From an optimization exercise on the open Yosys and OpenROAD flow, aimed at small area, a short achievable clock period and few clock cycles per item; shortcuts taken in it are not production practice. No functional check of the RTL was part of any run shown here. Power figures rest on the tool's default switching activity, not on a simulated workload.

$ cat constraint.sdc
create_clock -name core_clock -period 8.0 [get_ports {clk}]
set_input_delay 1.6000 -clock core_clock [delete_from_list [all_inputs] [get_ports {clk}]]
set_output_delay 1.6000 -clock core_clock [all_outputs]
set_load 0.01 [all_outputs]
$ cat run.sh
#!/bin/bash
# synth_recipe.tcl (not shown) runs the flow's synth.tcl, then flattens the netlist and writes it again
# the make line also repeats each setting of config.mk as NAME=value (left out here)
make -C /OpenROAD-flow-scripts/flow DESIGN_CONFIG=/design/flow/config.mk WORK_HOME=/design/flow/orfs CLKGATE_MAP_FILE= SYNTH_SCRIPT=/design/flow/synth_recipe.tcl finish
$ cat design.v
package pel_pkg;
    localparam int PEL_WIDTH = 16;
    localparam int ACC_WIDTH = 32;
    typedef logic [PEL_WIDTH-1:0] pel_t;
    typedef logic [ACC_WIDTH-1:0] acc_t;
endpackage
package coef_pkg;
    localparam int COEF_WIDTH = 16;
    localparam int FRAC_BITS = 11;
    typedef logic [COEF_WIDTH-1:0] coef_t;
    localparam coef_t COEF_ONE = coef_t'(1 << FRAC_BITS);
endpackage
module scaler (
    input  logic          clk,
    input  logic          rst_n,
    input  logic          in_write,
    input  pel_pkg::pel_t in_din,
    output logic          in_full,
    input  logic [15:0]   coef,
    input  logic          out_read,
    output pel_pkg::pel_t out_dout,
    output logic          out_empty
);
    logic          v1, v2;
    pel_pkg::pel_t pel_q;
    logic [7:0]    one_d, two_d, neg_d, one_q, two_q, neg_q;
    logic          b15_d, b15_q;
    logic [15:0]   s_d, c_d, p_d, g_d, p_q, g_q;
    logic          lowc_d;
    logic          go2, adv, acc;
    mul_enc u_enc (
        .b   (coef),
        .one (one_d),
        .two (two_d),
        .neg (neg_d),
        .b15 (b15_d)
    );
    always_ff @(posedge clk)
    begin
        one_q <= one_d;
        two_q <= two_d;
        neg_q <= neg_d;
        b15_q <= b15_d;
    end
    assign go2     = ~v2 | out_read;
    assign adv     = v1 & go2;
    assign in_full = v1 & ~go2;
    assign acc     = in_write & ~in_full;
    mul_tree u_tree (
        .a    (pel_q),
        .one  (one_q),
        .two  (two_q),
        .neg  (neg_q),
        .b15  (b15_q),
        .s    (s_d),
        .c    (c_d),
        .lowc (lowc_d)
    );
    assign p_d[15:1] = s_d[15:1] ^ c_d[15:1];
    assign g_d[15:1] = s_d[15:1] & c_d[15:1];
    assign p_d[0]    = s_d[0] ^ c_d[0] ^ lowc_d;
    assign g_d[0]    = (s_d[0] & c_d[0]) | (lowc_d & (s_d[0] ^ c_d[0]));
    always_ff @(posedge clk)
    begin
        if (!in_full)
            pel_q <= in_din;
        if (go2)
        begin
            p_q <= p_d;
            g_q <= g_d;
        end
    end
    always_ff @(posedge clk or negedge rst_n)
    begin
        if (!rst_n)
        begin
            v1 <= 1'b0;
            v2 <= 1'b0;
        end
        else
        begin
            v1 <= acc | (v1 & ~adv);
            if (go2)
                v2 <= v1;
        end
    end
    mul_cpa u_cpa (
        .p  (p_q[15:1]),
        .g  (g_q[15:1]),
        .ci (g_q[0]),
        .y  (out_dout[15:1])
    );
    assign out_dout[0] = p_q[0];
    assign out_empty   = ~v2;
endmodule
module mul_tree (
    input  logic [15:0] a,
    input  logic [7:0]  one,
    input  logic [7:0]  two,
    input  logic [7:0]  neg,
    input  logic        b15,
    output logic [15:0] s,
    output logic [15:0] c,
    output logic        lowc
);
    logic pp_0_0;
    logic pp_0_1;
    logic pp_0_2;
    logic pp_0_3;
    logic pp_0_4;
    logic pp_0_5;
    logic pp_0_6;
    logic pp_0_7;
    logic pp_0_8;
    logic pp_0_9;
    logic pp_0_10;
    logic pp_0_11;
    logic pp_0_12;
    logic pp_0_13;
    logic pp_0_14;
    logic pp_0_15;
    logic pp_0_16;
    logic ns_0;
    logic pp_1_0;
    logic pp_1_1;
    logic pp_1_2;
    logic pp_1_3;
    logic pp_1_4;
    logic pp_1_5;
    logic pp_1_6;
    logic pp_1_7;
    logic pp_1_8;
    logic pp_1_9;
    logic pp_1_10;
    logic pp_1_11;
    logic pp_1_12;
    logic pp_1_13;
    logic pp_1_14;
    logic pp_1_15;
    logic pp_1_16;
    logic ns_1;
    logic pp_2_0;
    logic pp_2_1;
    logic pp_2_2;
    logic pp_2_3;
    logic pp_2_4;
    logic pp_2_5;
    logic pp_2_6;
    logic pp_2_7;
    logic pp_2_8;
    logic pp_2_9;
    logic pp_2_10;
    logic pp_2_11;
    logic pp_2_12;
    logic pp_2_13;
    logic pp_2_14;
    logic pp_2_15;
    logic pp_2_16;
    logic ns_2;
    logic pp_3_0;
    logic pp_3_1;
    logic pp_3_2;
    logic pp_3_3;
    logic pp_3_4;
    logic pp_3_5;
    logic pp_3_6;
    logic pp_3_7;
    logic pp_3_8;
    logic pp_3_9;
    logic pp_3_10;
    logic pp_3_11;
    logic pp_3_12;
    logic pp_3_13;
    logic pp_3_14;
    logic pp_3_15;
    logic pp_3_16;
    logic ns_3;
    logic pp_4_0;
    logic pp_4_1;
    logic pp_4_2;
    logic pp_4_3;
    logic pp_4_4;
    logic pp_4_5;
    logic pp_4_6;
    logic pp_4_7;
    logic pp_4_8;
    logic pp_4_9;
    logic pp_4_10;
    logic pp_4_11;
    logic pp_4_12;
    logic pp_4_13;
    logic pp_4_14;
    logic pp_4_15;
    logic pp_4_16;
    logic ns_4;
    logic pp_5_0;
    logic pp_5_1;
    logic pp_5_2;
    logic pp_5_3;
    logic pp_5_4;
    logic pp_5_5;
    logic pp_5_6;
    logic pp_5_7;
    logic pp_5_8;
    logic pp_5_9;
    logic pp_5_10;
    logic pp_5_11;
    logic pp_5_12;
    logic pp_5_13;
    logic pp_5_14;
    logic pp_5_15;
    logic pp_5_16;
    logic pp_6_0;
    logic pp_6_1;
    logic pp_6_2;
    logic pp_6_3;
    logic pp_6_4;
    logic pp_6_5;
    logic pp_6_6;
    logic pp_6_7;
    logic pp_6_8;
    logic pp_6_9;
    logic pp_6_10;
    logic pp_6_11;
    logic pp_6_12;
    logic pp_6_13;
    logic pp_6_14;
    logic pp_7_0;
    logic pp_7_1;
    logic pp_7_2;
    logic pp_7_3;
    logic pp_7_4;
    logic pp_7_5;
    logic pp_7_6;
    logic pp_7_7;
    logic pp_7_8;
    logic pp_7_9;
    logic pp_7_10;
    logic pp_7_11;
    logic pp_7_12;
    logic pp_8_0;
    logic pp_8_1;
    logic pp_8_2;
    logic pp_8_3;
    logic pp_8_4;
    logic pp_8_5;
    logic pp_8_6;
    logic pp_8_7;
    logic pp_8_8;
    logic pp_8_9;
    logic pp_8_10;
    logic nc_17;
    logic nc_18;
    logic nc_20;
    logic nc_22;
    logic nc_24;
    logic nc_26;
    logic hs_0;
    logic hc_0;
    logic hs_1;
    logic hc_1;
    logic fs_0;
    logic fc_0;
    logic hs_2;
    logic hc_2;
    logic fs_1;
    logic fc_1;
    logic hs_3;
    logic hc_3;
    logic fs_2;
    logic fc_2;
    logic fs_3;
    logic fc_3;
    logic hs_4;
    logic hc_4;
    logic fs_4;
    logic fc_4;
    logic fs_5;
    logic fc_5;
    logic hs_5;
    logic hc_5;
    logic fs_6;
    logic fc_6;
    logic fs_7;
    logic fc_7;
    logic fs_8;
    logic fc_8;
    logic hs_6;
    logic hc_6;
    logic fs_9;
    logic fc_9;
    logic fs_10;
    logic fc_10;
    logic fs_11;
    logic fc_11;
    logic hs_7;
    logic hc_7;
    logic fs_12;
    logic fc_12;
    logic fs_13;
    logic fc_13;
    logic fs_14;
    logic fc_14;
    logic fs_15;
    logic fc_15;
    logic hs_8;
    logic hc_8;
    logic fs_16;
    logic fc_16;
    logic fs_17;
    logic fc_17;
    logic fs_18;
    logic fc_18;
    logic fs_19;
    logic fc_19;
    logic hs_9;
    logic hc_9;
    logic fs_20;
    logic fc_20;
    logic fs_21;
    logic fc_21;
    logic fs_22;
    logic fc_22;
    logic fs_23;
    logic fc_23;
    logic fs_24;
    logic fc_24;
    logic hs_10;
    logic hc_10;
    logic fs_25;
    logic fc_25;
    logic fs_26;
    logic fc_26;
    logic fs_27;
    logic fc_27;
    logic fs_28;
    logic fc_28;
    logic fs_29;
    logic fc_29;
    logic hs_11;
    logic hc_11;
    logic fs_30;
    logic fc_30;
    logic fs_31;
    logic fc_31;
    logic fs_32;
    logic fc_32;
    logic fs_33;
    logic fc_33;
    logic fs_34;
    logic fc_34;
    logic fs_35;
    logic fc_35;
    logic hs_12;
    logic hc_12;
    logic fs_36;
    logic fc_36;
    logic fs_37;
    logic fc_37;
    logic fs_38;
    logic fc_38;
    logic fs_39;
    logic fc_39;
    logic fs_40;
    logic fc_40;
    logic fs_41;
    logic fc_41;
    logic hs_13;
    logic hc_13;
    logic fs_42;
    logic fc_42;
    logic fs_43;
    logic fc_43;
    logic fs_44;
    logic fc_44;
    logic fs_45;
    logic fc_45;
    logic fs_46;
    logic fc_46;
    logic fs_47;
    logic fc_47;
    logic fs_48;
    logic fc_48;
    logic fs_49;
    logic fc_49;
    logic fs_50;
    logic fc_50;
    logic fs_51;
    logic fc_51;
    logic fs_52;
    logic fc_52;
    logic fs_53;
    logic fc_53;
    logic fs_54;
    logic fc_54;
    logic fs_55;
    logic fc_55;
    logic fs_56;
    logic fc_56;
    logic fs_57;
    logic fc_57;
    logic fs_58;
    logic fc_58;
    logic fs_59;
    logic fc_59;
    logic fs_60;
    logic fc_60;
    logic fs_61;
    logic fc_61;
    logic fs_62;
    logic fc_62;
    logic fs_63;
    logic fc_63;
    logic fs_64;
    logic fc_64;
    logic fs_65;
    logic fc_65;
    logic fs_66;
    logic fc_66;
    logic fs_67;
    logic fc_67;
    logic fs_68;
    logic fc_68;
    logic fs_69;
    logic fc_69;
    logic fs_70;
    logic fc_70;
    logic fs_71;
    logic fc_71;
    logic fs_72;
    logic fc_72;
    logic fs_73;
    logic fc_73;
    logic fs_74;
    logic fc_74;
    logic fs_75;
    logic fc_75;
    logic fs_76;
    logic fc_76;
    logic fs_77;
    logic fc_77;
    logic fs_78;
    logic fc_78;
    logic fs_79;
    logic fc_79;
    logic fs_80;
    logic fc_80;
    logic fs_81;
    logic fc_81;
    logic fs_82;
    logic fc_82;
    logic fs_83;
    logic fc_83;
    logic fs_84;
    logic fc_84;
    logic fs_85;
    logic fc_85;
    logic fs_86;
    logic fc_86;
    logic fs_87;
    logic fc_87;
    logic fs_88;
    logic fc_88;
    logic fs_89;
    logic fc_89;
    logic fs_90;
    logic fc_90;
    logic fs_91;
    logic fc_91;
    logic fs_92;
    logic fc_92;
    logic fs_93;
    logic fc_93;
    logic fs_94;
    logic fc_94;
    logic fs_95;
    logic fc_95;
    logic fs_96;
    logic fc_96;
    logic fs_97;
    logic fc_97;
    logic fs_98;
    logic fc_98;
    logic fs_99;
    logic fc_99;
    logic fs_100;
    logic fc_100;
    logic fs_101;
    logic fc_101;
    logic fs_102;
    logic fc_102;
    assign pp_0_0 = ((one[0] & a[0])) ^ neg[0];
    assign pp_0_1 = ((one[0] & a[1]) | (two[0] & a[0])) ^ neg[0];
    assign pp_0_2 = ((one[0] & a[2]) | (two[0] & a[1])) ^ neg[0];
    assign pp_0_3 = ((one[0] & a[3]) | (two[0] & a[2])) ^ neg[0];
    assign pp_0_4 = ((one[0] & a[4]) | (two[0] & a[3])) ^ neg[0];
    assign pp_0_5 = ((one[0] & a[5]) | (two[0] & a[4])) ^ neg[0];
    assign pp_0_6 = ((one[0] & a[6]) | (two[0] & a[5])) ^ neg[0];
    assign pp_0_7 = ((one[0] & a[7]) | (two[0] & a[6])) ^ neg[0];
    assign pp_0_8 = ((one[0] & a[8]) | (two[0] & a[7])) ^ neg[0];
    assign pp_0_9 = ((one[0] & a[9]) | (two[0] & a[8])) ^ neg[0];
    assign pp_0_10 = ((one[0] & a[10]) | (two[0] & a[9])) ^ neg[0];
    assign pp_0_11 = ((one[0] & a[11]) | (two[0] & a[10])) ^ neg[0];
    assign pp_0_12 = ((one[0] & a[12]) | (two[0] & a[11])) ^ neg[0];
    assign pp_0_13 = ((one[0] & a[13]) | (two[0] & a[12])) ^ neg[0];
    assign pp_0_14 = ((one[0] & a[14]) | (two[0] & a[13])) ^ neg[0];
    assign pp_0_15 = ((one[0] & a[15]) | (two[0] & a[14])) ^ neg[0];
    assign pp_0_16 = ((two[0] & a[15])) ^ neg[0];
    assign ns_0 = ~neg[0];
    assign pp_1_0 = ((one[1] & a[0])) ^ neg[1];
    assign pp_1_1 = ((one[1] & a[1]) | (two[1] & a[0])) ^ neg[1];
    assign pp_1_2 = ((one[1] & a[2]) | (two[1] & a[1])) ^ neg[1];
    assign pp_1_3 = ((one[1] & a[3]) | (two[1] & a[2])) ^ neg[1];
    assign pp_1_4 = ((one[1] & a[4]) | (two[1] & a[3])) ^ neg[1];
    assign pp_1_5 = ((one[1] & a[5]) | (two[1] & a[4])) ^ neg[1];
    assign pp_1_6 = ((one[1] & a[6]) | (two[1] & a[5])) ^ neg[1];
    assign pp_1_7 = ((one[1] & a[7]) | (two[1] & a[6])) ^ neg[1];
    assign pp_1_8 = ((one[1] & a[8]) | (two[1] & a[7])) ^ neg[1];
    assign pp_1_9 = ((one[1] & a[9]) | (two[1] & a[8])) ^ neg[1];
    assign pp_1_10 = ((one[1] & a[10]) | (two[1] & a[9])) ^ neg[1];
    assign pp_1_11 = ((one[1] & a[11]) | (two[1] & a[10])) ^ neg[1];
    assign pp_1_12 = ((one[1] & a[12]) | (two[1] & a[11])) ^ neg[1];
    assign pp_1_13 = ((one[1] & a[13]) | (two[1] & a[12])) ^ neg[1];
    assign pp_1_14 = ((one[1] & a[14]) | (two[1] & a[13])) ^ neg[1];
    assign pp_1_15 = ((one[1] & a[15]) | (two[1] & a[14])) ^ neg[1];
    assign pp_1_16 = ((two[1] & a[15])) ^ neg[1];
    assign ns_1 = ~neg[1];
    assign pp_2_0 = ((one[2] & a[0])) ^ neg[2];
    assign pp_2_1 = ((one[2] & a[1]) | (two[2] & a[0])) ^ neg[2];
    assign pp_2_2 = ((one[2] & a[2]) | (two[2] & a[1])) ^ neg[2];
    assign pp_2_3 = ((one[2] & a[3]) | (two[2] & a[2])) ^ neg[2];
    assign pp_2_4 = ((one[2] & a[4]) | (two[2] & a[3])) ^ neg[2];
    assign pp_2_5 = ((one[2] & a[5]) | (two[2] & a[4])) ^ neg[2];
    assign pp_2_6 = ((one[2] & a[6]) | (two[2] & a[5])) ^ neg[2];
    assign pp_2_7 = ((one[2] & a[7]) | (two[2] & a[6])) ^ neg[2];
    assign pp_2_8 = ((one[2] & a[8]) | (two[2] & a[7])) ^ neg[2];
    assign pp_2_9 = ((one[2] & a[9]) | (two[2] & a[8])) ^ neg[2];
    assign pp_2_10 = ((one[2] & a[10]) | (two[2] & a[9])) ^ neg[2];
    assign pp_2_11 = ((one[2] & a[11]) | (two[2] & a[10])) ^ neg[2];
    assign pp_2_12 = ((one[2] & a[12]) | (two[2] & a[11])) ^ neg[2];
    assign pp_2_13 = ((one[2] & a[13]) | (two[2] & a[12])) ^ neg[2];
    assign pp_2_14 = ((one[2] & a[14]) | (two[2] & a[13])) ^ neg[2];
    assign pp_2_15 = ((one[2] & a[15]) | (two[2] & a[14])) ^ neg[2];
    assign pp_2_16 = ((two[2] & a[15])) ^ neg[2];
    assign ns_2 = ~neg[2];
    assign pp_3_0 = ((one[3] & a[0])) ^ neg[3];
    assign pp_3_1 = ((one[3] & a[1]) | (two[3] & a[0])) ^ neg[3];
    assign pp_3_2 = ((one[3] & a[2]) | (two[3] & a[1])) ^ neg[3];
    assign pp_3_3 = ((one[3] & a[3]) | (two[3] & a[2])) ^ neg[3];
    assign pp_3_4 = ((one[3] & a[4]) | (two[3] & a[3])) ^ neg[3];
    assign pp_3_5 = ((one[3] & a[5]) | (two[3] & a[4])) ^ neg[3];
    assign pp_3_6 = ((one[3] & a[6]) | (two[3] & a[5])) ^ neg[3];
    assign pp_3_7 = ((one[3] & a[7]) | (two[3] & a[6])) ^ neg[3];
    assign pp_3_8 = ((one[3] & a[8]) | (two[3] & a[7])) ^ neg[3];
    assign pp_3_9 = ((one[3] & a[9]) | (two[3] & a[8])) ^ neg[3];
    assign pp_3_10 = ((one[3] & a[10]) | (two[3] & a[9])) ^ neg[3];
    assign pp_3_11 = ((one[3] & a[11]) | (two[3] & a[10])) ^ neg[3];
    assign pp_3_12 = ((one[3] & a[12]) | (two[3] & a[11])) ^ neg[3];
    assign pp_3_13 = ((one[3] & a[13]) | (two[3] & a[12])) ^ neg[3];
    assign pp_3_14 = ((one[3] & a[14]) | (two[3] & a[13])) ^ neg[3];
    assign pp_3_15 = ((one[3] & a[15]) | (two[3] & a[14])) ^ neg[3];
    assign pp_3_16 = ((two[3] & a[15])) ^ neg[3];
    assign ns_3 = ~neg[3];
    assign pp_4_0 = ((one[4] & a[0])) ^ neg[4];
    assign pp_4_1 = ((one[4] & a[1]) | (two[4] & a[0])) ^ neg[4];
    assign pp_4_2 = ((one[4] & a[2]) | (two[4] & a[1])) ^ neg[4];
    assign pp_4_3 = ((one[4] & a[3]) | (two[4] & a[2])) ^ neg[4];
    assign pp_4_4 = ((one[4] & a[4]) | (two[4] & a[3])) ^ neg[4];
    assign pp_4_5 = ((one[4] & a[5]) | (two[4] & a[4])) ^ neg[4];
    assign pp_4_6 = ((one[4] & a[6]) | (two[4] & a[5])) ^ neg[4];
    assign pp_4_7 = ((one[4] & a[7]) | (two[4] & a[6])) ^ neg[4];
    assign pp_4_8 = ((one[4] & a[8]) | (two[4] & a[7])) ^ neg[4];
    assign pp_4_9 = ((one[4] & a[9]) | (two[4] & a[8])) ^ neg[4];
    assign pp_4_10 = ((one[4] & a[10]) | (two[4] & a[9])) ^ neg[4];
    assign pp_4_11 = ((one[4] & a[11]) | (two[4] & a[10])) ^ neg[4];
    assign pp_4_12 = ((one[4] & a[12]) | (two[4] & a[11])) ^ neg[4];
    assign pp_4_13 = ((one[4] & a[13]) | (two[4] & a[12])) ^ neg[4];
    assign pp_4_14 = ((one[4] & a[14]) | (two[4] & a[13])) ^ neg[4];
    assign pp_4_15 = ((one[4] & a[15]) | (two[4] & a[14])) ^ neg[4];
    assign pp_4_16 = ((two[4] & a[15])) ^ neg[4];
    assign ns_4 = ~neg[4];
    assign pp_5_0 = ((one[5] & a[0])) ^ neg[5];
    assign pp_5_1 = ((one[5] & a[1]) | (two[5] & a[0])) ^ neg[5];
    assign pp_5_2 = ((one[5] & a[2]) | (two[5] & a[1])) ^ neg[5];
    assign pp_5_3 = ((one[5] & a[3]) | (two[5] & a[2])) ^ neg[5];
    assign pp_5_4 = ((one[5] & a[4]) | (two[5] & a[3])) ^ neg[5];
    assign pp_5_5 = ((one[5] & a[5]) | (two[5] & a[4])) ^ neg[5];
    assign pp_5_6 = ((one[5] & a[6]) | (two[5] & a[5])) ^ neg[5];
    assign pp_5_7 = ((one[5] & a[7]) | (two[5] & a[6])) ^ neg[5];
    assign pp_5_8 = ((one[5] & a[8]) | (two[5] & a[7])) ^ neg[5];
    assign pp_5_9 = ((one[5] & a[9]) | (two[5] & a[8])) ^ neg[5];
    assign pp_5_10 = ((one[5] & a[10]) | (two[5] & a[9])) ^ neg[5];
    assign pp_5_11 = ((one[5] & a[11]) | (two[5] & a[10])) ^ neg[5];
    assign pp_5_12 = ((one[5] & a[12]) | (two[5] & a[11])) ^ neg[5];
    assign pp_5_13 = ((one[5] & a[13]) | (two[5] & a[12])) ^ neg[5];
    assign pp_5_14 = ((one[5] & a[14]) | (two[5] & a[13])) ^ neg[5];
    assign pp_5_15 = ((one[5] & a[15]) | (two[5] & a[14])) ^ neg[5];
    assign pp_5_16 = ((two[5] & a[15])) ^ neg[5];
    assign pp_6_0 = ((one[6] & a[0])) ^ neg[6];
    assign pp_6_1 = ((one[6] & a[1]) | (two[6] & a[0])) ^ neg[6];
    assign pp_6_2 = ((one[6] & a[2]) | (two[6] & a[1])) ^ neg[6];
    assign pp_6_3 = ((one[6] & a[3]) | (two[6] & a[2])) ^ neg[6];
    assign pp_6_4 = ((one[6] & a[4]) | (two[6] & a[3])) ^ neg[6];
    assign pp_6_5 = ((one[6] & a[5]) | (two[6] & a[4])) ^ neg[6];
    assign pp_6_6 = ((one[6] & a[6]) | (two[6] & a[5])) ^ neg[6];
    assign pp_6_7 = ((one[6] & a[7]) | (two[6] & a[6])) ^ neg[6];
    assign pp_6_8 = ((one[6] & a[8]) | (two[6] & a[7])) ^ neg[6];
    assign pp_6_9 = ((one[6] & a[9]) | (two[6] & a[8])) ^ neg[6];
    assign pp_6_10 = ((one[6] & a[10]) | (two[6] & a[9])) ^ neg[6];
    assign pp_6_11 = ((one[6] & a[11]) | (two[6] & a[10])) ^ neg[6];
    assign pp_6_12 = ((one[6] & a[12]) | (two[6] & a[11])) ^ neg[6];
    assign pp_6_13 = ((one[6] & a[13]) | (two[6] & a[12])) ^ neg[6];
    assign pp_6_14 = ((one[6] & a[14]) | (two[6] & a[13])) ^ neg[6];
    assign pp_7_0 = ((one[7] & a[0])) ^ neg[7];
    assign pp_7_1 = ((one[7] & a[1]) | (two[7] & a[0])) ^ neg[7];
    assign pp_7_2 = ((one[7] & a[2]) | (two[7] & a[1])) ^ neg[7];
    assign pp_7_3 = ((one[7] & a[3]) | (two[7] & a[2])) ^ neg[7];
    assign pp_7_4 = ((one[7] & a[4]) | (two[7] & a[3])) ^ neg[7];
    assign pp_7_5 = ((one[7] & a[5]) | (two[7] & a[4])) ^ neg[7];
    assign pp_7_6 = ((one[7] & a[6]) | (two[7] & a[5])) ^ neg[7];
    assign pp_7_7 = ((one[7] & a[7]) | (two[7] & a[6])) ^ neg[7];
    assign pp_7_8 = ((one[7] & a[8]) | (two[7] & a[7])) ^ neg[7];
    assign pp_7_9 = ((one[7] & a[9]) | (two[7] & a[8])) ^ neg[7];
    assign pp_7_10 = ((one[7] & a[10]) | (two[7] & a[9])) ^ neg[7];
    assign pp_7_11 = ((one[7] & a[11]) | (two[7] & a[10])) ^ neg[7];
    assign pp_7_12 = ((one[7] & a[12]) | (two[7] & a[11])) ^ neg[7];
    assign pp_8_0 = b15 & a[0];
    assign pp_8_1 = b15 & a[1];
    assign pp_8_2 = b15 & a[2];
    assign pp_8_3 = b15 & a[3];
    assign pp_8_4 = b15 & a[4];
    assign pp_8_5 = b15 & a[5];
    assign pp_8_6 = b15 & a[6];
    assign pp_8_7 = b15 & a[7];
    assign pp_8_8 = b15 & a[8];
    assign pp_8_9 = b15 & a[9];
    assign pp_8_10 = b15 & a[10];
    assign nc_17 = ~ns_0;
    assign nc_18 = ~ns_0;
    assign nc_20 = ~pp_8_4;
    assign nc_22 = ~pp_8_6;
    assign nc_24 = ~pp_8_8;
    assign nc_26 = ~pp_8_10;
    mul_ha u_hs_0 (.a(neg[1]), .b(pp_0_2), .s(hs_0), .c(hc_0));
    mul_ha u_hs_1 (.a(pp_0_3), .b(pp_1_1), .s(hs_1), .c(hc_1));
    mul_fa u_fs_0 (.a(neg[2]), .b(pp_0_4), .ci(pp_1_2), .s(fs_0), .co(fc_0));
    mul_ha u_hs_2 (.a(pp_2_0), .b(hc_1), .s(hs_2), .c(hc_2));
    mul_fa u_fs_1 (.a(pp_0_5), .b(pp_1_3), .ci(pp_2_1), .s(fs_1), .co(fc_1));
    mul_ha u_hs_3 (.a(hc_2), .b(fc_0), .s(hs_3), .c(hc_3));
    mul_fa u_fs_2 (.a(neg[3]), .b(pp_0_6), .ci(pp_1_4), .s(fs_2), .co(fc_2));
    mul_fa u_fs_3 (.a(pp_2_2), .b(pp_3_0), .ci(fc_1), .s(fs_3), .co(fc_3));
    mul_ha u_hs_4 (.a(fs_2), .b(hc_3), .s(hs_4), .c(hc_4));
    mul_fa u_fs_4 (.a(pp_0_7), .b(pp_1_5), .ci(pp_2_3), .s(fs_4), .co(fc_4));
    mul_fa u_fs_5 (.a(pp_3_1), .b(fc_2), .ci(fs_4), .s(fs_5), .co(fc_5));
    mul_ha u_hs_5 (.a(fc_3), .b(hc_4), .s(hs_5), .c(hc_5));
    mul_fa u_fs_6 (.a(neg[4]), .b(pp_0_8), .ci(pp_1_6), .s(fs_6), .co(fc_6));
    mul_fa u_fs_7 (.a(pp_2_4), .b(pp_3_2), .ci(pp_4_0), .s(fs_7), .co(fc_7));
    mul_fa u_fs_8 (.a(fc_4), .b(fs_6), .ci(fs_7), .s(fs_8), .co(fc_8));
    mul_ha u_hs_6 (.a(fc_5), .b(hc_5), .s(hs_6), .c(hc_6));
    mul_fa u_fs_9 (.a(pp_0_9), .b(pp_1_7), .ci(pp_2_5), .s(fs_9), .co(fc_9));
    mul_fa u_fs_10 (.a(pp_3_3), .b(pp_4_1), .ci(fc_6), .s(fs_10), .co(fc_10));
    mul_fa u_fs_11 (.a(fc_7), .b(fs_9), .ci(fc_8), .s(fs_11), .co(fc_11));
    mul_ha u_hs_7 (.a(fs_10), .b(hc_6), .s(hs_7), .c(hc_7));
    mul_fa u_fs_12 (.a(neg[5]), .b(pp_0_10), .ci(pp_1_8), .s(fs_12), .co(fc_12));
    mul_fa u_fs_13 (.a(pp_2_6), .b(pp_3_4), .ci(pp_4_2), .s(fs_13), .co(fc_13));
    mul_fa u_fs_14 (.a(pp_5_0), .b(fc_9), .ci(fs_12), .s(fs_14), .co(fc_14));
    mul_fa u_fs_15 (.a(fs_13), .b(fc_10), .ci(fs_14), .s(fs_15), .co(fc_15));
    mul_ha u_hs_8 (.a(fc_11), .b(hc_7), .s(hs_8), .c(hc_8));
    mul_fa u_fs_16 (.a(pp_0_11), .b(pp_1_9), .ci(pp_2_7), .s(fs_16), .co(fc_16));
    mul_fa u_fs_17 (.a(pp_3_5), .b(pp_4_3), .ci(pp_5_1), .s(fs_17), .co(fc_17));
    mul_fa u_fs_18 (.a(fc_12), .b(fc_13), .ci(fs_16), .s(fs_18), .co(fc_18));
    mul_fa u_fs_19 (.a(fs_17), .b(fc_14), .ci(fs_18), .s(fs_19), .co(fc_19));
    mul_ha u_hs_9 (.a(fc_15), .b(fs_19), .s(hs_9), .c(hc_9));
    mul_fa u_fs_20 (.a(neg[6]), .b(pp_0_12), .ci(pp_1_10), .s(fs_20), .co(fc_20));
    mul_fa u_fs_21 (.a(pp_2_8), .b(pp_3_6), .ci(pp_4_4), .s(fs_21), .co(fc_21));
    mul_fa u_fs_22 (.a(pp_5_2), .b(pp_6_0), .ci(fc_16), .s(fs_22), .co(fc_22));
    mul_fa u_fs_23 (.a(fc_17), .b(fs_20), .ci(fs_21), .s(fs_23), .co(fc_23));
    mul_fa u_fs_24 (.a(fc_18), .b(fs_22), .ci(fs_23), .s(fs_24), .co(fc_24));
    mul_ha u_hs_10 (.a(fc_19), .b(fs_24), .s(hs_10), .c(hc_10));
    mul_fa u_fs_25 (.a(pp_0_13), .b(pp_1_11), .ci(pp_2_9), .s(fs_25), .co(fc_25));
    mul_fa u_fs_26 (.a(pp_3_7), .b(pp_4_5), .ci(pp_5_3), .s(fs_26), .co(fc_26));
    mul_fa u_fs_27 (.a(pp_6_1), .b(fc_20), .ci(fc_21), .s(fs_27), .co(fc_27));
    mul_fa u_fs_28 (.a(fs_25), .b(fs_26), .ci(fc_22), .s(fs_28), .co(fc_28));
    mul_fa u_fs_29 (.a(fc_23), .b(fs_27), .ci(fs_28), .s(fs_29), .co(fc_29));
    mul_ha u_hs_11 (.a(fc_24), .b(hc_10), .s(hs_11), .c(hc_11));
    mul_fa u_fs_30 (.a(neg[7]), .b(pp_0_14), .ci(pp_1_12), .s(fs_30), .co(fc_30));
    mul_fa u_fs_31 (.a(pp_2_10), .b(pp_3_8), .ci(pp_4_6), .s(fs_31), .co(fc_31));
    mul_fa u_fs_32 (.a(pp_5_4), .b(pp_6_2), .ci(pp_7_0), .s(fs_32), .co(fc_32));
    mul_fa u_fs_33 (.a(fc_25), .b(fc_26), .ci(fs_30), .s(fs_33), .co(fc_33));
    mul_fa u_fs_34 (.a(fs_31), .b(fs_32), .ci(fc_27), .s(fs_34), .co(fc_34));
    mul_fa u_fs_35 (.a(fs_33), .b(fc_28), .ci(fs_34), .s(fs_35), .co(fc_35));
    mul_ha u_hs_12 (.a(fc_29), .b(fs_35), .s(hs_12), .c(hc_12));
    mul_fa u_fs_36 (.a(pp_0_15), .b(pp_1_13), .ci(pp_2_11), .s(fs_36), .co(fc_36));
    mul_fa u_fs_37 (.a(pp_3_9), .b(pp_4_7), .ci(pp_5_5), .s(fs_37), .co(fc_37));
    mul_fa u_fs_38 (.a(pp_6_3), .b(pp_7_1), .ci(fc_30), .s(fs_38), .co(fc_38));
    mul_fa u_fs_39 (.a(fc_31), .b(fc_32), .ci(fs_36), .s(fs_39), .co(fc_39));
    mul_fa u_fs_40 (.a(fs_37), .b(fc_33), .ci(fs_38), .s(fs_40), .co(fc_40));
    mul_fa u_fs_41 (.a(fs_39), .b(fc_34), .ci(fs_40), .s(fs_41), .co(fc_41));
    mul_ha u_hs_13 (.a(fc_35), .b(fs_41), .s(hs_13), .c(hc_13));
    mul_fa u_fs_42 (.a(pp_8_0), .b(pp_0_16), .ci(pp_1_14), .s(fs_42), .co(fc_42));
    mul_fa u_fs_43 (.a(pp_2_12), .b(pp_3_10), .ci(pp_4_8), .s(fs_43), .co(fc_43));
    mul_fa u_fs_44 (.a(pp_5_6), .b(pp_6_4), .ci(pp_7_2), .s(fs_44), .co(fc_44));
    mul_fa u_fs_45 (.a(fc_36), .b(fc_37), .ci(fs_42), .s(fs_45), .co(fc_45));
    mul_fa u_fs_46 (.a(fs_43), .b(fs_44), .ci(fc_38), .s(fs_46), .co(fc_46));
    mul_fa u_fs_47 (.a(fc_39), .b(fs_45), .ci(fc_40), .s(fs_47), .co(fc_47));
    mul_fa u_fs_48 (.a(fs_46), .b(fc_41), .ci(fs_47), .s(fs_48), .co(fc_48));
    mul_fa u_fs_49 (.a(nc_17), .b(pp_8_1), .ci(pp_1_15), .s(fs_49), .co(fc_49));
    mul_fa u_fs_50 (.a(pp_2_13), .b(pp_3_11), .ci(pp_4_9), .s(fs_50), .co(fc_50));
    mul_fa u_fs_51 (.a(pp_5_7), .b(pp_6_5), .ci(pp_7_3), .s(fs_51), .co(fc_51));
    mul_fa u_fs_52 (.a(fc_42), .b(fc_43), .ci(fc_44), .s(fs_52), .co(fc_52));
    mul_fa u_fs_53 (.a(fs_49), .b(fs_50), .ci(fs_51), .s(fs_53), .co(fc_53));
    mul_fa u_fs_54 (.a(fc_45), .b(fs_52), .ci(fs_53), .s(fs_54), .co(fc_54));
    mul_fa u_fs_55 (.a(fc_46), .b(fs_54), .ci(fc_47), .s(fs_55), .co(fc_55));
    mul_fa u_fs_56 (.a(nc_18), .b(pp_8_2), .ci(pp_1_16), .s(fs_56), .co(fc_56));
    mul_fa u_fs_57 (.a(pp_2_14), .b(pp_3_12), .ci(pp_4_10), .s(fs_57), .co(fc_57));
    mul_fa u_fs_58 (.a(pp_5_8), .b(pp_6_6), .ci(pp_7_4), .s(fs_58), .co(fc_58));
    mul_fa u_fs_59 (.a(fc_49), .b(fc_50), .ci(fc_51), .s(fs_59), .co(fc_59));
    mul_fa u_fs_60 (.a(fs_56), .b(fs_57), .ci(fs_58), .s(fs_60), .co(fc_60));
    mul_fa u_fs_61 (.a(fc_52), .b(fc_53), .ci(fs_59), .s(fs_61), .co(fc_61));
    mul_fa u_fs_62 (.a(fs_60), .b(fc_54), .ci(fs_61), .s(fs_62), .co(fc_62));
    mul_fa u_fs_63 (.a(ns_1), .b(ns_0), .ci(pp_8_3), .s(fs_63), .co(fc_63));
    mul_fa u_fs_64 (.a(pp_2_15), .b(pp_3_13), .ci(pp_4_11), .s(fs_64), .co(fc_64));
    mul_fa u_fs_65 (.a(pp_5_9), .b(pp_6_7), .ci(pp_7_5), .s(fs_65), .co(fc_65));
    mul_fa u_fs_66 (.a(fs_63), .b(fc_56), .ci(fc_57), .s(fs_66), .co(fc_66));
    mul_fa u_fs_67 (.a(fc_58), .b(fs_64), .ci(fs_65), .s(fs_67), .co(fc_67));
    mul_fa u_fs_68 (.a(fc_59), .b(fc_60), .ci(fs_66), .s(fs_68), .co(fc_68));
    mul_fa u_fs_69 (.a(fs_67), .b(fc_61), .ci(fs_68), .s(fs_69), .co(fc_69));
    mul_fa u_fs_70 (.a(nc_20), .b(pp_2_16), .ci(pp_3_14), .s(fs_70), .co(fc_70));
    mul_fa u_fs_71 (.a(pp_4_12), .b(pp_5_10), .ci(pp_6_8), .s(fs_71), .co(fc_71));
    mul_fa u_fs_72 (.a(pp_7_6), .b(fc_63), .ci(fc_64), .s(fs_72), .co(fc_72));
    mul_fa u_fs_73 (.a(fc_65), .b(fs_70), .ci(fs_71), .s(fs_73), .co(fc_73));
    mul_fa u_fs_74 (.a(fc_66), .b(fc_67), .ci(fs_72), .s(fs_74), .co(fc_74));
    mul_fa u_fs_75 (.a(fs_73), .b(fc_68), .ci(fs_74), .s(fs_75), .co(fc_75));
    mul_fa u_fs_76 (.a(ns_2), .b(pp_8_5), .ci(pp_8_4), .s(fs_76), .co(fc_76));
    mul_fa u_fs_77 (.a(pp_3_15), .b(pp_4_13), .ci(pp_5_11), .s(fs_77), .co(fc_77));
    mul_fa u_fs_78 (.a(pp_6_9), .b(pp_7_7), .ci(fs_76), .s(fs_78), .co(fc_78));
    mul_fa u_fs_79 (.a(fc_70), .b(fc_71), .ci(fs_77), .s(fs_79), .co(fc_79));
    mul_fa u_fs_80 (.a(fs_78), .b(fc_72), .ci(fc_73), .s(fs_80), .co(fc_80));
    mul_fa u_fs_81 (.a(fs_79), .b(fc_74), .ci(fs_80), .s(fs_81), .co(fc_81));
    mul_fa u_fs_82 (.a(nc_22), .b(pp_3_16), .ci(pp_4_14), .s(fs_82), .co(fc_82));
    mul_fa u_fs_83 (.a(pp_5_12), .b(pp_6_10), .ci(pp_7_8), .s(fs_83), .co(fc_83));
    mul_fa u_fs_84 (.a(fc_76), .b(fc_77), .ci(fs_82), .s(fs_84), .co(fc_84));
    mul_fa u_fs_85 (.a(fs_83), .b(fc_78), .ci(fc_79), .s(fs_85), .co(fc_85));
    mul_fa u_fs_86 (.a(fs_84), .b(fc_80), .ci(fs_85), .s(fs_86), .co(fc_86));
    mul_fa u_fs_87 (.a(ns_3), .b(pp_8_7), .ci(pp_8_6), .s(fs_87), .co(fc_87));
    mul_fa u_fs_88 (.a(pp_4_15), .b(pp_5_13), .ci(pp_6_11), .s(fs_88), .co(fc_88));
    mul_fa u_fs_89 (.a(pp_7_9), .b(fs_87), .ci(fc_82), .s(fs_89), .co(fc_89));
    mul_fa u_fs_90 (.a(fc_83), .b(fs_88), .ci(fc_84), .s(fs_90), .co(fc_90));
    mul_fa u_fs_91 (.a(fs_89), .b(fc_85), .ci(fs_90), .s(fs_91), .co(fc_91));
    mul_fa u_fs_92 (.a(nc_24), .b(pp_4_16), .ci(pp_5_14), .s(fs_92), .co(fc_92));
    mul_fa u_fs_93 (.a(pp_6_12), .b(pp_7_10), .ci(fc_87), .s(fs_93), .co(fc_93));
    mul_fa u_fs_94 (.a(fc_88), .b(fs_92), .ci(fs_93), .s(fs_94), .co(fc_94));
    mul_fa u_fs_95 (.a(fc_89), .b(fs_94), .ci(fc_90), .s(fs_95), .co(fc_95));
    mul_fa u_fs_96 (.a(ns_4), .b(pp_8_9), .ci(pp_8_8), .s(fs_96), .co(fc_96));
    mul_fa u_fs_97 (.a(pp_5_15), .b(pp_6_13), .ci(pp_7_11), .s(fs_97), .co(fc_97));
    mul_fa u_fs_98 (.a(fs_96), .b(fc_92), .ci(fs_97), .s(fs_98), .co(fc_98));
    mul_fa u_fs_99 (.a(fc_93), .b(fs_98), .ci(fc_94), .s(fs_99), .co(fc_99));
    mul_fa u_fs_100 (.a(nc_26), .b(pp_5_16), .ci(pp_6_14), .s(fs_100), .co(fc_100));
    mul_fa u_fs_101 (.a(pp_7_12), .b(fc_96), .ci(fc_97), .s(fs_101), .co(fc_101));
    mul_fa u_fs_102 (.a(fs_100), .b(fc_98), .ci(fs_101), .s(fs_102), .co(fc_102));
    logic [11:0] lowsum;
    assign lowsum = {1'b0, fs_15, fs_11, fs_8, fs_5, fs_3, fs_1, fs_0, hc_0, pp_1_0, pp_0_1, neg[0]} + {1'b0, hs_8, hs_7, hs_6, hs_5, hs_4, hs_3, hs_2, hs_1, hs_0, 1'b0, pp_0_0};
    assign lowc = lowsum[11];
    assign s[0] = hc_8;
    assign c[0] = hs_9;
    assign s[1] = hc_9;
    assign c[1] = hs_10;
    assign s[2] = fs_29;
    assign c[2] = hs_11;
    assign s[3] = hc_11;
    assign c[3] = hs_12;
    assign s[4] = hc_12;
    assign c[4] = hs_13;
    assign s[5] = hc_13;
    assign c[5] = fs_48;
    assign s[6] = fc_48;
    assign c[6] = fs_55;
    assign s[7] = fs_62;
    assign c[7] = fc_55;
    assign s[8] = fc_62;
    assign c[8] = fs_69;
    assign s[9] = fc_69;
    assign c[9] = fs_75;
    assign s[10] = fc_75;
    assign c[10] = fs_81;
    assign s[11] = fc_81;
    assign c[11] = fs_86;
    assign s[12] = fc_86;
    assign c[12] = fs_91;
    assign s[13] = fc_91;
    assign c[13] = fs_95;
    assign s[14] = fs_99;
    assign c[14] = fc_95;
    assign s[15] = fs_102;
    assign c[15] = fc_99;
endmodule
module mul_fa (
    input  logic a,
    input  logic b,
    input  logic ci,
    output logic s,
    output logic co
);
    assign s  = a ^ b ^ ci;
    assign co = (a & b) | (ci & (a ^ b));
endmodule
module mul_ha (
    input  logic a,
    input  logic b,
    output logic s,
    output logic c
);
    assign s = a ^ b;
    assign c = a & b;
endmodule
module mul_enc (
    input  logic [15:0] b,
    output logic [7:0]  one,
    output logic [7:0]  two,
    output logic [7:0]  neg,
    output logic        b15
);
    logic [16:0] bx;
    assign bx = {b, 1'b0};
    always_comb
    begin
        for (int j = 0; j < 8; j++)
        begin
            one[j] = bx[2*j+1] ^ bx[2*j];
            two[j] = (bx[2*j+2] & ~bx[2*j+1] & ~bx[2*j]) | (~bx[2*j+2] & bx[2*j+1] & bx[2*j]);
            neg[j] = bx[2*j+2];
        end
    end
    assign b15 = b[15];
endmodule
module mul_cpa (
    input  logic [14:0] p,
    input  logic [14:0] g,
    input  logic        ci,
    output logic [14:0] y
);
    logic g0_1;
    assign g0_1 = g[0] | (p[0] & ci);
    logic g0_3;
    assign g0_3 = g[2] | (p[2] & g[1]);
    logic p0_3;
    assign p0_3 = p[2] & p[1];
    logic g0_5;
    assign g0_5 = g[4] | (p[4] & g[3]);
    logic p0_5;
    assign p0_5 = p[4] & p[3];
    logic g0_7;
    assign g0_7 = g[6] | (p[6] & g[5]);
    logic p0_7;
    assign p0_7 = p[6] & p[5];
    logic g0_9;
    assign g0_9 = g[8] | (p[8] & g[7]);
    logic p0_9;
    assign p0_9 = p[8] & p[7];
    logic g0_11;
    assign g0_11 = g[10] | (p[10] & g[9]);
    logic p0_11;
    assign p0_11 = p[10] & p[9];
    logic g0_13;
    assign g0_13 = g[12] | (p[12] & g[11]);
    logic p0_13;
    assign p0_13 = p[12] & p[11];
    logic g0_15;
    assign g0_15 = g[14] | (p[14] & g[13]);
    logic p0_15;
    assign p0_15 = p[14] & p[13];
    logic g1_2;
    assign g1_2 = g[1] | (p[1] & g0_1);
    logic g1_3;
    assign g1_3 = g0_3 | (p0_3 & g0_1);
    logic g1_6;
    assign g1_6 = g[5] | (p[5] & g0_5);
    logic p1_6;
    assign p1_6 = p[5] & p0_5;
    logic g1_7;
    assign g1_7 = g0_7 | (p0_7 & g0_5);
    logic p1_7;
    assign p1_7 = p0_7 & p0_5;
    logic g1_10;
    assign g1_10 = g[9] | (p[9] & g0_9);
    logic p1_10;
    assign p1_10 = p[9] & p0_9;
    logic g1_11;
    assign g1_11 = g0_11 | (p0_11 & g0_9);
    logic p1_11;
    assign p1_11 = p0_11 & p0_9;
    logic g1_14;
    assign g1_14 = g[13] | (p[13] & g0_13);
    logic p1_14;
    assign p1_14 = p[13] & p0_13;
    logic g1_15;
    assign g1_15 = g0_15 | (p0_15 & g0_13);
    logic p1_15;
    assign p1_15 = p0_15 & p0_13;
    logic g2_4;
    assign g2_4 = g[3] | (p[3] & g1_3);
    logic g2_5;
    assign g2_5 = g0_5 | (p0_5 & g1_3);
    logic g2_6;
    assign g2_6 = g1_6 | (p1_6 & g1_3);
    logic g2_7;
    assign g2_7 = g1_7 | (p1_7 & g1_3);
    logic g2_12;
    assign g2_12 = g[11] | (p[11] & g1_11);
    logic p2_12;
    assign p2_12 = p[11] & p1_11;
    logic g2_13;
    assign g2_13 = g0_13 | (p0_13 & g1_11);
    logic p2_13;
    assign p2_13 = p0_13 & p1_11;
    logic g2_14;
    assign g2_14 = g1_14 | (p1_14 & g1_11);
    logic p2_14;
    assign p2_14 = p1_14 & p1_11;
    logic g2_15;
    assign g2_15 = g1_15 | (p1_15 & g1_11);
    logic p2_15;
    assign p2_15 = p1_15 & p1_11;
    logic g3_8;
    assign g3_8 = g[7] | (p[7] & g2_7);
    logic g3_9;
    assign g3_9 = g0_9 | (p0_9 & g2_7);
    logic g3_10;
    assign g3_10 = g1_10 | (p1_10 & g2_7);
    logic g3_11;
    assign g3_11 = g1_11 | (p1_11 & g2_7);
    logic g3_12;
    assign g3_12 = g2_12 | (p2_12 & g2_7);
    logic g3_13;
    assign g3_13 = g2_13 | (p2_13 & g2_7);
    logic g3_14;
    assign g3_14 = g2_14 | (p2_14 & g2_7);
    logic g3_15;
    assign g3_15 = g2_15 | (p2_15 & g2_7);
    assign y[0] = p[0] ^ ci;
    assign y[1] = p[1] ^ g0_1;
    assign y[2] = p[2] ^ g1_2;
    assign y[3] = p[3] ^ g1_3;
    assign y[4] = p[4] ^ g2_4;
    assign y[5] = p[5] ^ g2_5;
    assign y[6] = p[6] ^ g2_6;
    assign y[7] = p[7] ^ g2_7;
    assign y[8] = p[8] ^ g3_8;
    assign y[9] = p[9] ^ g3_9;
    assign y[10] = p[10] ^ g3_10;
    assign y[11] = p[11] ^ g3_11;
    assign y[12] = p[12] ^ g3_12;
    assign y[13] = p[13] ^ g3_13;
    assign y[14] = p[14] ^ g3_14;
endmodule
module pel_scaler_top #(
    parameter int FLUX  = 2,
    parameter int DEPTH = 4
) (
    input  logic                              clk,
    input  logic                              rst_n,
    input  logic            [FLUX-1:0]        in_write,
    input  pel_pkg::pel_t   [FLUX-1:0]        in_din,
    output logic            [FLUX-1:0]        in_full,
    input  coef_pkg::coef_t [FLUX-1:0]        coef,
    input  logic            [FLUX-1:0]        out_read,
    output pel_pkg::pel_t   [FLUX-1:0]        out_dout,
    output logic            [FLUX-1:0]        out_empty
);
    genvar f;
    generate
        for (f = 0; f < FLUX; f++)
        begin : g_lane
            scaler u_lane (
                .clk       (clk),
                .rst_n     (rst_n),
                .in_write  (in_write[f]),
                .in_din    (in_din[f]),
                .in_full   (in_full[f]),
                .coef      (coef[f]),
                .out_read  (out_read[f]),
                .out_dout  (out_dout[f]),
                .out_empty (out_empty[f])
            );
        end
    endgenerate
endmodule
$ cat config.mk
export PLATFORM = sky130hd
export DESIGN_NAME = pel_scaler_top
export DESIGN_NICKNAME = pel_scaler_top
export VERILOG_FILES = /design/flow/design.v
export SDC_FILE = /design/flow/constraint.sdc
export NUM_CORES = 4
export LEC_CHECK = 0
export CAP_MARGIN = 20
export CORE_MARGIN = 2
export CORE_UTILIZATION = 40
export SLEW_MARGIN = 20
export SYNTH_HIERARCHICAL = 1
==> run summary, run 1 <==
- The global-route wire length before repair is around 62000 µm.
- The routed length per instance is 20.36 µm.
- In this run the tightest slew margin relative to its limit is 0.2952.
- The floorplan step defined a die boundary enclosing approximately 42000 µm².
- The root buffer cell is sky130_fd_sc_hd__clkbuf_16.
- In the final timing run, aggregate negative setup slack is 0 ns.
- The wire-length estimate of the detail-placed layout is 27360 µm.
- The number of antenna diodes in the final layout is 0.
- The final cycle utilization of the critical path is 0.6262.
- In this run the mean area of a mapped cell was 11.50 µm².
- The H-tree was split into 4 levels.
- The run finished with no timing, DRC or antenna violations.
- The worst clock skew is 0.009280 ns.
- The number of vias after detailed routing is approximately 10000.
- For this run, the slowest stage of the critical path takes 0.65 ns.
- The routed design has around 38000 µm of wire.
- The cell area that synthesis handed to floorplanning was 16290 µm².
- The count of instances resized after the clock tree is built is 0.
- For this run, the number of Yosys warnings is 8.
- roughly 110 I/O pins were placed.
- For the pin with the worst max-slew slack, the measured transition is between 1 and 1.5 ns.
- During placement, the flow inserted port buffers numbering ~110.
- In the routed layout, each cell is associated on average with a via count of 5.495.
- The final count of hold timing violations was 0.
- Counting along the longest clock path gives a buffer depth of 2.
- For this block, the initial DRC count from the detailed router was 854.
- For this run, the total global-route usage over all layers was measured as 0.1902.
- The number of buffers created by CTS is 17.
- The multi-input combinational cells in the finished layout cover a total of around 11000 µm².
- The post-CTS setup-driven buffer insertion count is 0.
- The die extent in x is 205.8 µm.
- The number of nets in the synthesized netlist is 1778.
- For this run, design rule violations remaining after detail routing come to 0.
- Global routing finished with a remaining overflow of 0.
- The number of global-route vias before repair came to 11040.
- After floorplanning, the core was divided into 73 placement rows.
- The worst setup path is launched from a primary input.
- The largest vdd supply drop is 212.7 µV.
- The die extent in y is 205.8 µm.
- The type of the setup path with the least slack is in2out.
- The initial antenna violation count is 0.
- The critical path goes through clkdlybuf4s50_1, nand3b_1, inv_1, clkdlybuf4s50_1.
- The cell count after synthesis is about 1400.
- In the final design database the tool counted 1700 nets.
- The largest fanout on the critical path is 18.
- The worst path required time is 6.40 ns.
- The total of max-cap violations is 0.
- The filler cell count in the final layout is between 3000 and 4000.
- The design draws approximately 6.4 mW.
- Entering global routing, the biggest net connects 33 pins.
- The clock net in this run drives a total of 148 sinks.
- Setup repair after global routing left no endpoint under its margin.
- The sequential cells in the finished layout cover a total of 3925 µm².
- The number of max-slew violations in the final report is 0.
- The critical path endpoint category is an output pin.
- The area growth from synthesis to layout is 6.083%.
- The TritonCTS clock tree is done.
- The first-pass iteration count of the detailed router is 6.
- Buffers inserted to repair hold after CTS numbered 0.
- The ratio of total power to cell area is 373.0 nW/µm².
- Among all stages on the critical path, the largest delay is contributed by sky130_fd_sc_hd__nand3b_1.
- Summed over all cells, the static leakage comes to 6.272 nW.
- Static timing analysis puts the maximum clock frequency at 0.1996 GHz.
- The clock period could shrink to ~5.0 ns.
- For this configuration, the core starts out at a cell density of 0.4072.
- The latest clock arrival within the worst-skew pair is approximately 0.44 ns.
- The global placement routability congestion is 0.8072.
- By instance count, the cell type seen most on the critical path is sky130_fd_sc_hd__clkdlybuf4s50_1.
- The number of setup violations in the final report is 0.
- Of the cells placed in the final design, the portion with a size suffix greater than 1 is 0.06662.
- The clock transition at the register clock pins on the worst setup and hold paths after CTS is ~0.060 ns.
- The remaining antenna violation count after routing is 0.
- The area of the core is 40010 µm².
- The data arrival time of the worst path is 3.41 ns.
- The class of the most critical hold timing path is reg2reg.
-- cell type report --
cell class	instances	area share
flip-flops and latches	148	0.2271
clock buffers	24	0.03041
well taps	525	0.03801
repair buffers	129	0.07124
clock inverters	8	0.004778
inverters	20	0.004344
multi-input cells	1022	0.6241
-- sequential cells by signal, summed over array words and instances (netlist names) --
name and flops:
g_lane.u_lane.v1 2, g_lane.u_lane.two_q 16, g_lane.u_lane.neg_q 16, g_lane.u_lane.b15_q 2, g_lane.u_lane.v2 2, g_lane.u_lane.one_q 16, g_lane.u_lane.p_q 32, g_lane.u_lane.pel_q 32
g_lane.u_lane.g_q 30
-- per-layer routing --
layer	vias to the layer above	routed length, µm	GRT usage
met3	49	2280	0.03278
met2	360	18280	0.3107
met5	-	0	0
met4	0	740	0.06352
li1	4620	-	-
met1	5279	16900	0.2561
-- per-stage QoR --
| step | utilization | worst slack [ns] | instances | instance area (µm²) | hold WS [ns] |
|---|---|---|---|---|---|
| after global routing | 0.4320 | 2.856 | 1876 | 17280 | 0.5086 |
| after global placement | 0.4167 | 2.989 | 1844 | 16670 | 0.4615 |
| after detailed placement | 0.4167 | 2.982 | 1844 | 16670 | 0.4656 |
| final | 0.4320 | 2.991 | 1876 | 17280 | 0.4788 |
| after floorplan | - | 4.050 | 1416 | 16290 | 0.4351 |
| after CTS | 0.4319 | 2.961 | 1876 | 17280 | 0.4802 |
-- report_power, final --
part | total [mW] | internal, mW | switching, mW
Sequential | 1.65 | 1.37 | 0.280
Combinational | 3.98 | 2.01 | 1.97
Clock | 0.813 | 0.494 | 0.318
-- worst max-delay path, delay by kind of cell --
family                 cells  cell delay, ns
buffers and inverters      3            1.16
and+or+nand+nor            1            0.65
-- final timing paths --
path,start,to,slack [ns],cells after the start
max in group asynchronous,rst_n,g_lane[0].u_lane.v2,6.42,1
min,g_lane[1].u_lane.v1,g_lane[1].u_lane.v2,0.48,1
min in group asynchronous,rst_n,g_lane[1].u_lane.v2,1.38,1
max,out_read[1],in_full[1],2.99,4
min reg2reg,g_lane[1].u_lane.v1,g_lane[1].u_lane.v2,0.48,1
max reg2reg,g_lane[0].u_lane.pel_q[4],g_lane[0].u_lane.p_q[0],3.61,12
-- cell usage in the layout (no fill, tap or decap), types with 10 or more instances in the layout --
cell type / instances
sky130_fd_sc_hd__a22oi_2: 18
sky130_fd_sc_hd__and2_1: 14
sky130_fd_sc_hd__a21o_1: 10
sky130_fd_sc_hd__edfxtp_1: 94
sky130_fd_sc_hd__nand2_1: 50
sky130_fd_sc_hd__o21ai_1: 16
sky130_fd_sc_hd__a22oi_1: 212
sky130_fd_sc_hd__xor2_1: 18
sky130_fd_sc_hd__ha_1: 84
sky130_fd_sc_hd__nor2_1: 16
sky130_fd_sc_hd__dfxtp_1: 49
sky130_fd_sc_hd__buf_4: 24
sky130_fd_sc_hd__nand3b_1: 14
sky130_fd_sc_hd__clkbuf_16: 20
sky130_fd_sc_hd__xnor2_1: 272
sky130_fd_sc_hd__clkdlybuf4s50_1: 105
sky130_fd_sc_hd__inv_1: 20
sky130_fd_sc_hd__nand2b_1: 24
sky130_fd_sc_hd__a21oi_1: 16
sky130_fd_sc_hd__fa_1: 208
==> inputs of run 2 (changes only) <==
--- a/config.mk
+++ b/config.mk
@@ -8,5 +8,6 @@
 export CAP_MARGIN = 20
 export CORE_MARGIN = 2
 export CORE_UTILIZATION = 40
+export SETUP_SLACK_MARGIN = 3
 export SLEW_MARGIN = 20
 export SYNTH_HIERARCHICAL = 1
==> run 2 against run 1 <==
Effect of this change: count of clock-buffer cells in the layout did not move; sequential cell count unchanged; critical path depth up 6; setup slack improved by 0.40 ns; design area is essentially flat; final cell count is 0.11% higher; routed wire length is 0.20% higher; die area did not move; first-iteration DRC count up 6.4%; core utilization barely moved; clock skew is essentially flat.
==> run summary, run 2 <==
- The flow ran to the end and the layout has no timing, DRC or antenna violations.
- The final layout net count was 1702 (+0.12%).
- The remaining antenna violation count after routing is 0 (unchanged).
- The floorplan row count was 73 (unchanged).
- TritonCTS built the clock tree.
- The number of buffers added to fix hold violations after cts came to 0 (unchanged).
- The number of global-route vias before repair is 11050 (+0.054%).
- The highest clock rate was 0.2172 GHz (+8.8%).
- The total leakage power is 6.281 nW (+0.14%).
- Setup repair after global routing left no endpoint under its margin.
- The final cycle utilization of the critical path is 0.5756 (-0.05054).
- The overall routing resource usage was 0.1903 (about the same).
- The final antenna diode count is 0 (unchanged).
- The average footprint of a synthesized cell is 11.50 µm² (unchanged).
- The total of max-cap violations is 0 (unchanged).
- The half-perimeter wire length of the detailed placement result was 27360 µm (unchanged).
- The critical path goes through ha_1, o211ai_1, a21oi_1, or2_2, o21ai_0, nand2b_1, ha_1, nor2_1, xnor2_1, clkdlybuf4s50_1.
- The largest fanout on the critical path is 3 (-15).
- The latest clock arrival within the worst-skew pair is 0.44 ns (about the same).
- The count of yosys warnings during synthesis is 8 (unchanged).
- The critical path endpoint category is an output pin.
- The overall die area came to 42360 µm² (unchanged).
- The top cell types in the final layout, fill and taps aside, are sky130_fd_sc_hd__xnor2_1 (272), sky130_fd_sc_hd__a22oi_1 (212), sky130_fd_sc_hd__fa_1 (208), sky130_fd_sc_hd__clkdlybuf4s50_1 (105), sky130_fd_sc_hd__edfxtp_1 (94).
- The maximum level of the CTS H-tree is 4 (unchanged).
- The count of boundary I/O pins came to 106 (unchanged).
- The area of the core is 40010 µm² (unchanged).
- The initial antenna violation count is 0 (unchanged).
- The final critical delay including setup and external delays came to 4.605 ns (-0.4043 ns).
- The first-pass iteration count of the detailed router is 6 (unchanged).
- The global placement routability congestion is 0.8072 (unchanged).
- The number of setup violations in the final report is 0 (unchanged).
- The die extent in x is 205.8 µm (unchanged).
- The number of vias per cell after detailed routing is 5.519 (+0.45%).
- The number of vias after detailed routing is 10370 (+0.55%).
- The slew at the pin closest to its max-slew limit was 1.051 ns (-0.004454 ns).
- The die extent in y came to 205.8 µm (unchanged).
- The largest registers in the layout are g_lane.u_lane.p_q: 32 flops, g_lane.u_lane.pel_q: 32 flops, g_lane.u_lane.g_q: 30 flops.
- The initial cell density of the core was 0.4072 (unchanged).
- The data arrival time of the worst path is 3.00 ns (-0.41 ns).
- The number of clock sinks came to 148 (unchanged).
- Among all stages on the critical path, the largest delay is contributed by sky130_fd_sc_hd__clkdlybuf4s50_1.
- The share of final-layout standard cells stronger than drive strength 1 was 0.06800 (+0.001380).
- The cell count after synthesis was 1416 (unchanged).
- The critical path buffer and inverter count was 1 (-2).
- The DRC violation total after the first TritonRoute iteration is 909 (+6.4%).
- The post-layout utilization of the core came to 0.4324 (about the same).
- The biggest cell delay along the critical path is 0.58 ns (-0.07 ns).
- The post-synthesis instance area was 16290 µm² (unchanged).
- The worst path required time is 6.40 ns (about the same).
- The relative slew slack was 0.2982 (+0.002974).
- The count of instances resized after the clock tree is built was 0 (unchanged).
- The largest vdd supply drop is 212.7 µV (about the same).
- The critical path in this run is classified as reg2out.
- In this run the worst hold path is classified as reg2reg.
- The worst setup path is launched from a flop.
- The net count after synthesis is 1778 (unchanged).
- The root buffer cell is sky130_fd_sc_hd__clkbuf_16.
- The residual DRC count is 0 (unchanged).
- The global-route wire length before repair came to 61870 µm (about the same).
- The final count of hold timing violations is 0 (unchanged).
- In this design, the critical path's most frequently occurring cell is sky130_fd_sc_hd__ha_1.
- The worst clock skew was 0.009346 ns (+0.00006548 ns).
- The number of buffers between clock root and the deepest sink is 2 (unchanged).
- The sum of negative setup slack is 0 ns (unchanged).
- The wire length after detailed routing is 38280 µm (+0.20%).
- Leaving out fill and tap cells, the most frequent cell in the layout is sky130_fd_sc_hd__xnor2_1.
- The number of input and output port buffers inserted is 105 (unchanged).
- The ratio of total power to cell area is 372.7 nW/µm² (about the same).
- The number of buffers created by CTS came to 17 (unchanged).
- The cell class contributing the biggest share of worst-path delay is buffers and inverters.
- The largest net degree at the start of global routing is 33 (unchanged).
- The total grt overflow was 0 (unchanged).
- The area growth from synthesis to layout is 6.175% (about the same).
- The routed length per instance came to 20.38 µm (about the same).
- The clock transition at the register clock pins on the worst setup and hold paths after CTS was 0.06 ns (about the same).
- The number of max-slew violations in the final report was 0 (unchanged).
[run 2: final cells by class]
class | count | area [µm²]
Multi-Input combinational cell | 1022 | 10790
Tap cell | 525 | 656.9
Timing Repair Buffer | 131 | 1246
Sequential cell | 148 | 3925
Fill cell | 3781 | 22710
Clock buffer | 24 | 525.5
Inverter | 20 | 75.07
Clock inverter | 8 | 82.58
[run 2: final timing paths]
| check | startpoint | end | slack, ns | cells past startpoint |
|---|---|---|---|---|
| max | g_lane[1].u_lane.p_q[1] | out_dout[25] | 3.40 | 10 |
| min | g_lane[1].u_lane.v1 | g_lane[1].u_lane.v2 | 0.47 | 1 |
| max reg2reg | g_lane[1].u_lane.pel_q[4] | g_lane[1].u_lane.p_q[0] | 3.62 | 12 |
| min in group asynchronous | rst_n | g_lane[0].u_lane.v1 | 1.38 | 1 |
| max in group asynchronous | rst_n | g_lane[1].u_lane.v1 | 6.42 | 1 |
| min reg2reg | g_lane[1].u_lane.v1 | g_lane[1].u_lane.v2 | 0.47 | 1 |
[run 2: report_power, final]
group	leakage (nW)	internal (mW)	total (mW)	switching [mW]
Sequential	1.42	1.37	1.65	0.279
Clock	0.301	0.494	0.813	0.319
Combinational	4.55	2.01	3.98	1.97
[run 2: repair_timing]
item,in CTS,in global routing
setup buffers,2,0
endpoints found under the hold margin,0,0
endpoints found under the setup margin,2,0
[run 2: metrics by stage]
| step | std cells | cell area, µm² | hold slack [ns] | setup slack (ns) | power (mW) |
|---|---|---|---|---|---|
| 5_1_grt | 1878 | 17300 | 0.5086 | 3.174 | 7.196 |
| 6_report | 1878 | 17300 | 0.4744 | 3.395 | 6.446 |
| 4_1_cts | 1878 | 17300 | 0.4802 | 3.328 | 6.570 |
| 3_5_place_dp | 1844 | 16670 | 0.4656 | 2.982 | 5.717 |
| 3_3_place_gp | 1844 | 16670 | 0.4615 | 2.989 | 5.606 |
| 2_1_floorplan | 1416 | 16290 | 0.4351 | 4.050 | 5.249 |
[run 2: per-layer routing]
layer  track usage  routed length, µm  vias to the layer above
met5             0                  0                        -
li1              -                  -                     4628
met2        0.3108              18290                      386
met3       0.03278               2334                       41
met1        0.2562              17000                     5310
met4       0.06352                656                        0

separate check: timing with driven ports:
How much do the figures lean on ideal ports? The routed layouts below were timed once more, with nothing changed but the port constraints.
Step 1, drivers: a clkbuf_16 drives clk and a buf_2 each remaining input, both assumed.
Step 2 adds t to the input delays and takes it off the output delays; t is the mean of the earliest and latest rising clock arrival at the registers after step 1. Input paths then give back, and output paths get back, about the clock's delay inside the block.
Slacks: no drivers / after step 1 / after step 2; pairs: no drivers / after step 1.
run | t (ns) | slack for setup (ns) | latest minus earliest clock arrival (ns) | worst register clock-pin slew, ns | worst slew at a driven data input, ns
run 1 | 0.490 | 2.991 / 2.966 / 2.966 | 0.010 / 0.010 | 0.06 / 0.06 | 0.07
run 2 | 0.490 | 3.395 / 3.341 / 3.592 | 0.009 / 0.009 | 0.06 / 0.06 | 0.07
After both steps every run listed still meets setup and hold. The setup slack of run 1, which loses most, moves by -0.025 ns with the drivers and by -0.025 ns with both steps.
